From an optimization exercise on the open Yosys and OpenROAD flow, aimed at small area and a short achievable clock period; shortcuts taken in it are not production practice. Only simulation tests tie the RTL to the original design; equivalence was not proved. No driver is modelled on the clock port, so clocking that relies on it looks cheaper here than on a real chip. Power figures rest on the tool's default switching activity, not on a simulated workload.

// execStage
module execStage (
    input  logic               clk,
    input  logic               rstN,
    input  logic [32-1:0]   instr,
    input  logic [32-1:0]   pc,
    input  logic               instrValid,
    input  logic [32-1:0]   readData,       
    output logic [32-1:0]   memAddr,
    output logic [32-1:0]   memWriteData,
    output logic               memWrite,
    output logic [32-1:0]   pcNext
);
    logic [6:0]       op;
    logic [2:0]       f3;
    logic             isOp, isOpImm, isLoad, isStore, isBranch, isJal, isJalr, isLui;
    logic             regWrite;
    logic [32-1:0] rs1Data;
    logic [32-1:0] rs2Data;
    logic [32-1:0] immI, immU, immB, immJ;
    logic [32-1:0] addrImm;
    logic [32-1:0] addrSum;
    logic [32-1:0] brImm;
    logic [32-1:0] pcTarget;
    logic [32-1:0] pcPlus4;
    logic [32-1:0] result;
    assign op = instr[6:0];
    assign f3 = instr[14:12];
    assign isOp     = (op == 7'b0110011);
    assign isOpImm  = (op == 7'b0010011);
    assign isLoad   = (op == 7'b0000011);
    assign isStore  = (op == 7'b0100011);
    assign isBranch = (op == 7'b1100011);
    assign isJal    = (op == 7'b1101111);
    assign isJalr   = (op == 7'b1100111);
    assign isLui    = (op == 7'b0110111);
    assign regWrite = isOp | isOpImm | isLoad | isJal | isJalr | isLui;
    assign immI = {{20{instr[31]}}, instr[31:20]};
    assign immU = {instr[31:12], 12'b0};
    assign immB = {{20{instr[31]}}, instr[7], instr[30:25], instr[11:8], 1'b0};
    assign immJ = {{12{instr[31]}}, instr[19:12], instr[20], instr[30:21], 1'b0};
    regFile regFile_i (
        .clk  (clk),
        .rstN (rstN),
        .we   (instrValid & regWrite),
        .ra1  (instr[19:15]),
        .ra2  (instr[24:20]),
        .wa   (instr[11:7]),
        .wd   (result),
        .rd1  (rs1Data),
        .rd2  (rs2Data)
    );
    assign addrImm = {immI[32-1:5], (op[5] & ~op[6]) ? instr[11:7] : instr[24:20]};
    fastAdd addrAdd_i (.a(rs1Data), .b(addrImm), .s(addrSum));
    assign brImm    = op[3] ? immJ : immB;
    prefixAdd tgtAdd_i (.g(pc & brImm), .p(pc ^ brImm), .ci(1'b0), .s(pcTarget));
    assign pcPlus4  = pc + 4;
    logic eq;
    logic [1:0] neHalf;
    logic takeIfEq, takeIfNe;
    logic [32-1:0] nextIfEq, nextIfNe;
  ...
Size in the first run: ~5700 cells after synthesis, roughly 1000 flip-flops, ~54000 µm² of cells after synthesis.
export LEC_CHECK = 0
export CAP_MARGIN = 20
export CORE_MARGIN = 2
export CORE_UTILIZATION = 50
export PLACE_DENSITY = 0.6
export SETUP_SLACK_MARGIN = 5
export SLEW_MARGIN = 20
export SYNTH_HIERARCHICAL = 1
export TNS_END_PERCENT = 0
create_clock -name core_clock -period 13.5 [get_ports {clk}]
standard.sh (not shown) runs the stock make flow with config.mk's settings and CLKGATE_MAP_FILE= SYNTH_SCRIPT=/design/flow/synth_recipe.tcl, a recipe that flattens the netlist after the stock synthesis.
==> flow/flow/run.sh <==
#!/bin/bash
# Standard layout with one addition: an area-recovery pass (flow/post_cts.tcl)
# after clock-tree synthesis and its timing repair. Each tool's full output is
# in make.log here, and ORFS's per-step logs are under orfs/logs.
set -euo pipefail
here=$(pwd)
export POST_CTS_TCL="$here/flow/post_cts.tcl"
bash standard.sh > "$here/make.log" 2>&1
==> flow/flow/downsize.tcl <==
# Area recovery after the clock tree's timing repair: swap each cell to the
# smallest cell of its kind (or a plain buffer for a buffer) that leaves the
# worst setup slack, output slew and capacitance violations no worse.
proc ds_family_sizes {cellname} {
  if {![regexp {^(sky130_fd_sc_hd__[a-z0-9]+?)_([0-9]+)$} $cellname -> base drv]} { return {} }
  set res {}
  set names {}
  foreach lc [get_lib_cells ${base}_*] {
    set n [get_name $lc]
    if {[regexp "^${base}_(\[0-9\]+)\$" $n -> d]} { lappend names $n }
  }
  # Plain buffers of other kinds may become ordinary buffers
  if {[regexp {^sky130_fd_sc_hd__(buf|clkbuf|clkdlybuf4s[0-9]+)_[0-9]+$} $cellname]} {
    foreach n {sky130_fd_sc_hd__buf_1 sky130_fd_sc_hd__buf_2 sky130_fd_sc_hd__buf_4} {
      if {[lsearch $names $n] < 0} { lappend names $n }
    }
  }
  foreach n $names {
    if {[get_property [get_lib_cells $n] dont_use]} continue
    lappend res [list [get_property [get_lib_cells $n] area] $n]
  }
  return [lsort -real -index 0 $res]
}
set ds_max_slew 0.6
proc ds_reest {inst} {
  foreach p [get_pins -of_objects $inst] {
    set n [get_nets -quiet -of_objects $p]
    if {$n ne ""} { est::estimate_parasitic_net $n }
  }
}
proc ds_run {guard} {
  set wns [expr {[sta::worst_slack_cmd max] * 1e9}]
  set n 0; set saved 0.0
  set hold [expr {min([sta::worst_slack_cmd min] * 1e9, 0.1)}]
  set ::ds_cap0 [sta::max_capacitance_violation_count]
  foreach inst [get_cells *] {
    set lc [get_property $inst ref_name]
    set iname [get_full_name $inst]
    if {[string match "clkbuf_*" $iname] || [string match "clkload*" $iname]} continue
    if {[string match "*df*" $lc] || [string match "*tap*" $lc] || [string match "*fill*" $lc] || [string match "*decap*" $lc] || [string match "*conb*" $lc]} continue
    set sizes [ds_family_sizes $lc]
    if {[llength $sizes] < 2} continue
    # worst slack through the instance's output pins
    set s 1e9
    foreach p [get_pins -of_objects $inst -filter "direction==output"] {
      set ps [get_property $p slack_max]
      if {$ps ne "" && $ps ne "INF" && $ps < $s} { set s $ps }
    }
    if {$s < $wns + $guard} continue
    set curArea [get_property [get_lib_cells $lc] area]
    foreach sz $sizes {
      lassign $sz a name
      if {$a >= $curArea || $name eq $lc} break
      replace_cell $inst $name
      ds_reest $inst
      set w [expr {[sta::worst_slack_cmd max] * 1e9}]
      set bad [expr {$w < $wns - 0.0005}]
      if {!$bad && [sta::worst_slack_cmd min] * 1e9 < $hold} { set bad 1 }
      if {!$bad} {
        foreach p [get_pins -of_objects $inst -filter "direction==output"] {
          set sl [get_property $p slew_max]
          if {$sl ne "" && $sl > $::ds_max_slew} { set bad 1 }
        }
      }
      if {!$bad && [sta::max_capacitance_violation_count] > $::ds_cap0} { set bad 1 }
      if {$bad} {
        replace_cell $inst $lc
        ds_reest $inst
      } else {
        set saved [expr {$saved + $curArea - $a}]
        incr n
        break
      }
    }
  }
  puts "downsize: $n cells, [format %.1f $saved] um2, wns [expr {[sta::worst_slack_cmd max]*1e9}]"
}
==> flow/flow/post_cts.tcl <==
# POST_CTS hook: area recovery, then legalize.
source [file join [file dirname [info script]] downsize.tcl]
utl::info FLW 901 "area before recovery: [format %.1f [expr {[rsz::design_area] * 1e12}]]"
ds_run 0.02
ds_run 0.02
utl::info FLW 902 "area after recovery: [format %.1f [expr {[rsz::design_area] * 1e12}]]"
detailed_placement
check_placement -verbose
estimate_parasitics -placement
report_worst_slack -max
The first run did not get past clock tree synthesis (4_1_cts).
==> next run, changes <==
==> flow/flow/run.sh (replaced) <==
#!/bin/bash
# Standard layout with two additions: ports get sky130_fd_sc_hd__buf_2 buffers
# (in place of the default delay-buffer cell), and an area-recovery pass
# (flow/post_cts.tcl) runs after clock-tree synthesis and its timing repair.
# make's full output is in make.log here; ORFS's per-step logs are under orfs/logs.
set -euo pipefail
here=$(pwd)
export POST_CTS_TCL="$here/flow/post_cts.tcl"
export BUFFER_PORTS_ARGS="-buffer_cell sky130_fd_sc_hd__buf_2"
bash standard.sh > "$here/make.log" 2>&1
--- a/flow/flow/downsize.tcl
+++ b/flow/flow/downsize.tcl
@@ -24 +24 @@
-set ds_max_slew 0.6
+set ::ds_max_slew 0.6
--- a/flow/flow/post_cts.tcl
+++ b/flow/flow/post_cts.tcl
@@ -4,2 +4 @@
-ds_run 0.02
-ds_run 0.02
+for {set k 0} {$k < 4} {incr k} { ds_run 0.02 }
Now the flow produced a clean layout.
Area after synthesis stays the same.
Synthesized cell count is unchanged.
==> next run, changes <==
--- a/flow/flow/post_cts.tcl
+++ b/flow/flow/post_cts.tcl
@@ -4 +4,2 @@
-for {set k 0} {$k < 4} {incr k} { ds_run 0.02 }
+ds_run 0.02
+ds_run 0.02
Sequential power stays flat.
Power stays flat.
Via count stays flat.
Flip-flop and latch count does not change.

* * *

Setup of the reference run:
execStage, a different RTL version from the one above (not shown whole).
For scale: roughly 5,700 cells after synthesis, about 1,000 flip-flops, roughly 200 I/O pins.
==> flow/config.mk <==
export PLATFORM = sky130hd
export DESIGN_NAME = execStage
export DESIGN_NICKNAME = execStage
export VERILOG_FILES = /design/flow/design.v
export SDC_FILE = /design/flow/constraint.sdc
export NUM_CORES = 4
export LEC_CHECK = 0
export CAP_MARGIN = 20
export CORE_MARGIN = 2
export CORE_UTILIZATION = 50
export PLACE_DENSITY = 0.6
export SETUP_SLACK_MARGIN = 5
export SLEW_MARGIN = 20
export SYNTH_HIERARCHICAL = 1
export TNS_END_PERCENT = 0
==> flow/constraint.sdc <==
create_clock -name core_clock -period 13.5 [get_ports {clk}]
set_input_delay 2.7000 -clock core_clock [delete_from_list [all_inputs] [get_ports {clk}]]
set_output_delay 2.7000 -clock core_clock [all_outputs]
set_load 0.01 [all_outputs]
==> flow/flow/run.sh <==
#!/bin/bash
# Standard layout with two additions: ports get sky130_fd_sc_hd__buf_2 buffers
# (in place of the default delay-buffer cell), and an area-recovery pass
# (flow/post_cts.tcl: downsize.tcl, upsize.tcl) runs after clock-tree synthesis
# and its timing repair.
# make's full output is in make.log here; ORFS's per-step logs are under orfs/logs.
set -euo pipefail
here=$(pwd)
export POST_CTS_TCL="$here/flow/post_cts.tcl"
export BUFFER_PORTS_ARGS="-buffer_cell sky130_fd_sc_hd__buf_2"
bash standard.sh > "$here/make.log" 2>&1
Other scripts of this flow, unchanged in this note and not shown: flow/flow/downsize.tcl, flow/flow/post_cts.tcl, flow/flow/upsize.tcl
In summary, the reference run completed successfully, with a layout that passed the timing, DRC and antenna checks.
#### Input delta (the trial run over the reference run)
Settings: putting CTS_CLUSTER_DIAMETER at 70 where nothing was set; putting CTS_CLUSTER_SIZE at 24 where nothing was set.
Layout buffer count excluding clock buffers: the reference run and the trial run compared, lower one is the reference run
Side by side, final critical delay including setup and external delays turned out higher in the trial run than in the reference run.
The run with more setup slack is the reference run; the trial run has less.
Against the reference run, the trial run comes in 0.38% lower on wire length the detailed router placed on met1.
Maximum frequency: the trial run vs the reference run, no meaningful difference
On final routed wirelength across all metal layers, the reference run and the trial run are neck and neck.

* * *

Setup of cedar:
The RTL this note starts from:
==> flow/design.v <==
package rvTypes_pkg;
    typedef enum logic [6:0] {
        OP_R      = 7'b0110011,
        OP_IMM    = 7'b0010011,
        OP_LOAD   = 7'b0000011,
        OP_STORE  = 7'b0100011,
        OP_BRANCH = 7'b1100011,
        OP_JAL    = 7'b1101111,
        OP_JALR   = 7'b1100111,
        OP_LUI    = 7'b0110111
    } opcodeT;
    typedef enum logic [3:0] {
        ALU_ADD = 4'd0,
        ALU_SUB = 4'd1,
        ALU_AND = 4'd2,
        ALU_OR  = 4'd3,
        ALU_XOR = 4'd4,
        ALU_SLT = 4'd5,
        ALU_SLL = 4'd6,
        ALU_SRL = 4'd7
    } aluCtrlT;
    typedef enum logic [1:0] {
        BR_NONE = 2'b00,
        BR_COND = 2'b01,
        BR_JAL  = 2'b10,
        BR_JALR = 2'b11
    } branchT;
    typedef enum logic [1:0] {
        RES_ALU = 2'b00,
        RES_IMM = 2'b01,
        RES_PC4 = 2'b10,
        RES_MEM = 2'b11
    } resultSrcT;
    typedef enum logic [2:0] {
        IMM_I = 3'b000,
        IMM_S = 3'b001,
        IMM_B = 3'b010,
        IMM_J = 3'b011,
        IMM_U = 3'b100
    } immSrcT;
    typedef struct packed {
        logic [6:0] funct7;
        logic [4:0] rs2;
        logic [4:0] rs1;
        logic [2:0] funct3;
        logic [4:0] rd;
        logic [6:0] opcode;
    } rTypeT;
    typedef struct packed {
        logic [11:0] imm11_0;
        logic [4:0]  rs1;
        logic [2:0]  funct3;
        logic [4:0]  rd;
        logic [6:0]  opcode;
    } iTypeT;
    typedef struct packed {
        logic [6:0] imm11_5;
        logic [4:0] rs2;
        logic [4:0] rs1;
        logic [2:0] funct3;
        logic [4:0] imm4_0;
        logic [6:0] opcode;
    } sTypeT;
    typedef struct packed {
        logic       imm12;
        logic [5:0] imm10_5;
        logic [4:0] rs2;
        logic [4:0] rs1;
        logic [2:0] funct3;
        logic [3:0] imm4_1;
        logic       imm11;
        logic [6:0] opcode;
    } bTypeT;
    typedef struct packed {
        logic [19:0] imm31_12;
        logic [4:0]  rd;
        logic [6:0]  opcode;
    } uTypeT;
    typedef struct packed {
        logic       imm20;
        logic [9:0] imm10_1;
        logic       imm11;
        logic [7:0] imm19_12;
        logic [4:0] rd;
        logic [6:0] opcode;
    } jTypeT;
    typedef union packed {
        rTypeT r;
        iTypeT i;
        sTypeT s;
        bTypeT b;
        uTypeT u;
        jTypeT j;
    } instrT;
endpackage
`timescale 1ns/1ps
module alu (
    input  logic [32-1:0] a,
    input  logic [32-1:0] b,
    input  logic [2:0]       f3,
    input  logic             sub,
    output logic [32-1:0] result
);
    logic             doSub;
    logic [32-1:0] bx;
    logic [32-1:0] sum;
    logic             lessThan;
    logic [32-1:0] shIn;
    logic [32-1:0] shOut;
    logic [32-1:0] shRes;
    assign doSub    = (f3 == 3'b010) | ((f3 == 3'b000) & sub);
    assign bx       = b ^ {32{doSub}};
    assign sum      = a + bx + {{(32-1){1'b0}}, doSub};
    assign lessThan = (a[32-1] ^ b[32-1]) ? a[32-1] : sum[32-1];
    always_comb begin
        for (int i = 0; i < 32; i++) begin
            shIn[i] = f3[2] ? a[i] : a[32-1-i];
        end
        shOut = shIn >> b[4:0];
        for (int i = 0; i < 32; i++) begin
            shRes[i] = f3[2] ? shOut[i] : shOut[32-1-i];
        end
    end
    always_comb begin
        case (f3)
            3'b001, 3'b101: result = shRes;
            3'b010:         result = {{(32-1){1'b0}}, lessThan};
            3'b100:         result = a ^ b;
            3'b110:         result = a | b;
            3'b111:         result = a & b;
            default:        result = sum;
        endcase
    end
endmodule
`timescale 1ns/1ps
module regFile (
    input  logic                   clk,
    input  logic                   rstN,
    input  logic                   we,
    input  logic [5-1:0] ra1,
    input  logic [5-1:0] ra2,
    input  logic [5-1:0] wa,
    input  logic [32-1:0]       wd,
    output logic [32-1:0]       rd1,
    output logic [32-1:0]       rd2
);
    logic [32-1:1] vld;
    logic [32-1:0]      rdata [32-1:1];
    logic [32-1:1] sel1, sel2, wsel;
    genvar gi;
    generate
        for (gi = 1; gi < 32; gi++) begin : g_reg
            logic [32-1:0] q;
            assign wsel[gi] = we && (wa == gi);
            assign sel1[gi] = vld[gi] && (ra1 == gi);
            assign sel2[gi] = vld[gi] && (ra2 == gi);
            assign rdata[gi] = q;
            always_ff @(posedge clk) begin
                q <= q ^ ({32{wsel[gi]}} & (wd ^ q));
            end
            always_ff @(posedge clk or negedge rstN) begin
                if (!rstN) vld[gi] <= 1'b0;
                else if (wsel[gi]) vld[gi] <= 1'b1;
            end
        end
    endgenerate
    logic [32*(32-1)-1:0] flat;
    generate
        for (gi = 1; gi < 32; gi++) begin : g_flat
            assign flat[32*(gi-1) +: 32] = rdata[gi];
        end
    endgenerate
    rdMux rdMux1_i (.sel(sel1), .d(flat), .q(rd1));
    rdMux rdMux2_i (.sel(sel2), .d(flat), .q(rd2));
endmodule
module rdMux (
    input  logic [32-1:1]            sel,
    input  logic [32*(32-1)-1:0]  d,
    output logic [32-1:0]                 q
);
    always_comb begin
        q = '0;
        for (int i = 1; i < 32; i++) begin
            q = q | ({32{sel[i]}} & d[32*(i-1) +: 32]);
        end
    end
endmodule
`timescale 1ns/1ps
module execStage (
    input  logic               clk,
    input  logic               rstN,
    input  logic [32-1:0]   instr,
    input  logic [32-1:0]   pc,
    input  logic               instrValid,
    input  logic [32-1:0]   readData,       
    output logic [32-1:0]   memAddr,
    output logic [32-1:0]   memWriteData,
    output logic               memWrite,
    output logic [32-1:0]   pcNext
);
    logic [6:0]       op;
    logic [2:0]       f3;
    logic             isOp, isOpImm, isLoad, isStore, isBranch, isJal, isJalr, isLui;
    logic             regWrite;
    logic [32-1:0] rs1Data;
    logic [32-1:0] rs2Data;
    logic [32-1:0] immI, immU, immB, immJ;
    logic [32-1:0] addrImm;
    logic [32-1:0] addrSum;
    logic [32-1:0] brImm;
    logic [32-1:0] pcTarget;
    logic [32-1:0] pcPlus4;
    logic             taken;
    logic [32-1:0] aluResult;
    logic [32-1:0] result;
    assign op = instr[6:0];
    assign f3 = instr[14:12];
    assign isOp     = (op == 7'b0110011);
    assign isOpImm  = (op == 7'b0010011);
    assign isLoad   = (op == 7'b0000011);
    assign isStore  = (op == 7'b0100011);
    assign isBranch = (op == 7'b1100011);
    assign isJal    = (op == 7'b1101111);
    assign isJalr   = (op == 7'b1100111);
    assign isLui    = (op == 7'b0110111);
    assign regWrite = isOp | isOpImm | isLoad | isJal | isJalr | isLui;
    assign immI = {{20{instr[31]}}, instr[31:20]};
    assign immU = {instr[31:12], 12'b0};
    assign immB = {{20{instr[31]}}, instr[7], instr[30:25], instr[11:8], 1'b0};
    assign immJ = {{12{instr[31]}}, instr[19:12], instr[20], instr[30:21], 1'b0};
    regFile regFile_i (
        .clk  (clk),
        .rstN (rstN),
        .we   (instrValid & regWrite),
        .ra1  (instr[19:15]),
        .ra2  (instr[24:20]),
        .wa   (instr[11:7]),
        .wd   (result),
        .rd1  (rs1Data),
        .rd2  (rs2Data)
    );
    assign addrImm = {immI[32-1:5], (op[5] & ~op[6]) ? instr[11:7] : instr[24:20]};
    assign addrSum = rs1Data + addrImm;
    assign brImm    = op[3] ? immJ : immB;
    assign pcTarget = pc + brImm;
    assign pcPlus4  = pc + 4;
    assign taken = isJal | (isBranch & ((rs1Data == rs2Data) ^ f3[0]));
    always_comb begin
        if (isJalr)     pcNext = {addrSum[32-1:1], 1'b0};
        else if (taken) pcNext = pcTarget;
        else            pcNext = pcPlus4;
    end
    alu alu_i (
        .a      (rs1Data),
        .b      (op[5] ? rs2Data : immI),
        .f3     (f3),
        .sub    (op[5] & instr[30]),
        .result (aluResult)
    );
    always_comb begin
        if (op[2])      result = op[6] ? pcPlus4 : immU;      
        else if (op[4]) result = aluResult;                    
        else            result = readData;                     
    end
    assign memAddr      = addrSum;
    assign memWriteData = rs2Data;
    assign memWrite     = instrValid & isStore;
endmodule
export LEC_CHECK = 0
export CAP_MARGIN = 20
export CORE_MARGIN = 2
export CORE_UTILIZATION = 50
export PLACE_DENSITY = 0.6
export SETUP_SLACK_MARGIN = 4
export SLEW_MARGIN = 20
export SYNTH_HIERARCHICAL = 1
create_clock -name core_clock -period 13.5 [get_ports {clk}]
run.sh (not shown) runs the stock make flow with config.mk's settings and CLKGATE_MAP_FILE= SYNTH_SCRIPT=/design/flow/synth_recipe.tcl, a recipe that flattens the netlist after the stock synthesis.
Stock flow here: none of the scripts above is used.
cedar did not stop at any stage, and its layout met the timing, DRC and antenna checks.
> inputs changed (cedar -> oak)
- clearing SETUP_SLACK_MARGIN, which used to be 4
The final-layout clock buffer total reported for oak is smaller than that of cedar by 10.
The timing startpoint of the critical path comes out instr[20] in one run and instr[24] in the other, namely in cedar and oak respectively.
oak vs cedar — slack of the worst reg-to-reg path dropped 0.40 ns.
Changes observed in oak relative to cedar: total power moved down; maximum number of pins on one net before global-route repair up 2; multi-input gate share of the layout cell area went down.
In the tables for oak and cedar, post-detailed-placement half-perimeter wirelength reads lower with cedar.
oak ended up with pcNext[18] as its critical path endpoint; cedar ended up with pcNext[31].
The non-clock buffer count number comes out lower for oak vs cedar.
Against cedar, oak reports a end-of-flow core utilization that is lower.

==> port drivers added, routing unchanged <==
How much do the figures lean on ideal ports? The routed layouts below were timed once more, with nothing changed but the port constraints. Step 1 (the two cells are an assumption about what drives the block):
set clk [get_ports {clk}]
set_driving_cell -lib_cell sky130_fd_sc_hd__clkbuf_16 $clk
set_driving_cell -lib_cell sky130_fd_sc_hd__buf_2 [delete_from_list [all_inputs] $clk]
Step 2 adds t to the input delays and takes it off the output delays; t is the mean of the earliest and latest rising clock arrival at the registers after step 1. Input paths then give back, and output paths get back, about the clock's delay inside the block. a / b / c = ideal / step 1 / step 2; a / b = the first two.
run | shift t [ns] | setup slack, ns | hold WS [ns] | worst setup path at the end | slew at the worst register clock pin (ns)
the second run of note 1 | 0.791 | 4.347 / 4.325 / 4.213 | 0.498 / 0.498 / 0.498 | input to register | 0.07 / 0.07
the third run of note 1 | 0.793 | 4.339 / 4.318 / 4.182 | 0.497 / 0.497 / 0.497 | input to register | 0.07 / 0.07
the reference run | 0.788 | 4.346 / 4.293 / 3.708 | 0.499 / 0.499 / 0.499 | input to register | 0.07 / 0.07
the trial run | 0.800 | 4.337 / 4.282 / 3.594 | 0.507 / 0.507 / 0.507 | input to register | 0.10 / 0.10
cedar | 0.748 | 3.248 / 3.116 / 3.116 | 0.515 / 0.515 / 0.515 | input to output | 0.07 / 0.07
oak | 0.743 | 0.782 / 0.724 / 0.724 | 0.526 / 0.526 / 0.526 | input to output | 0.07 / 0.07
After both steps setup and hold are still met in every run listed. The setup slack of the trial run, which loses most, moves by -0.055 ns with the drivers and by -0.743 ns with both steps.
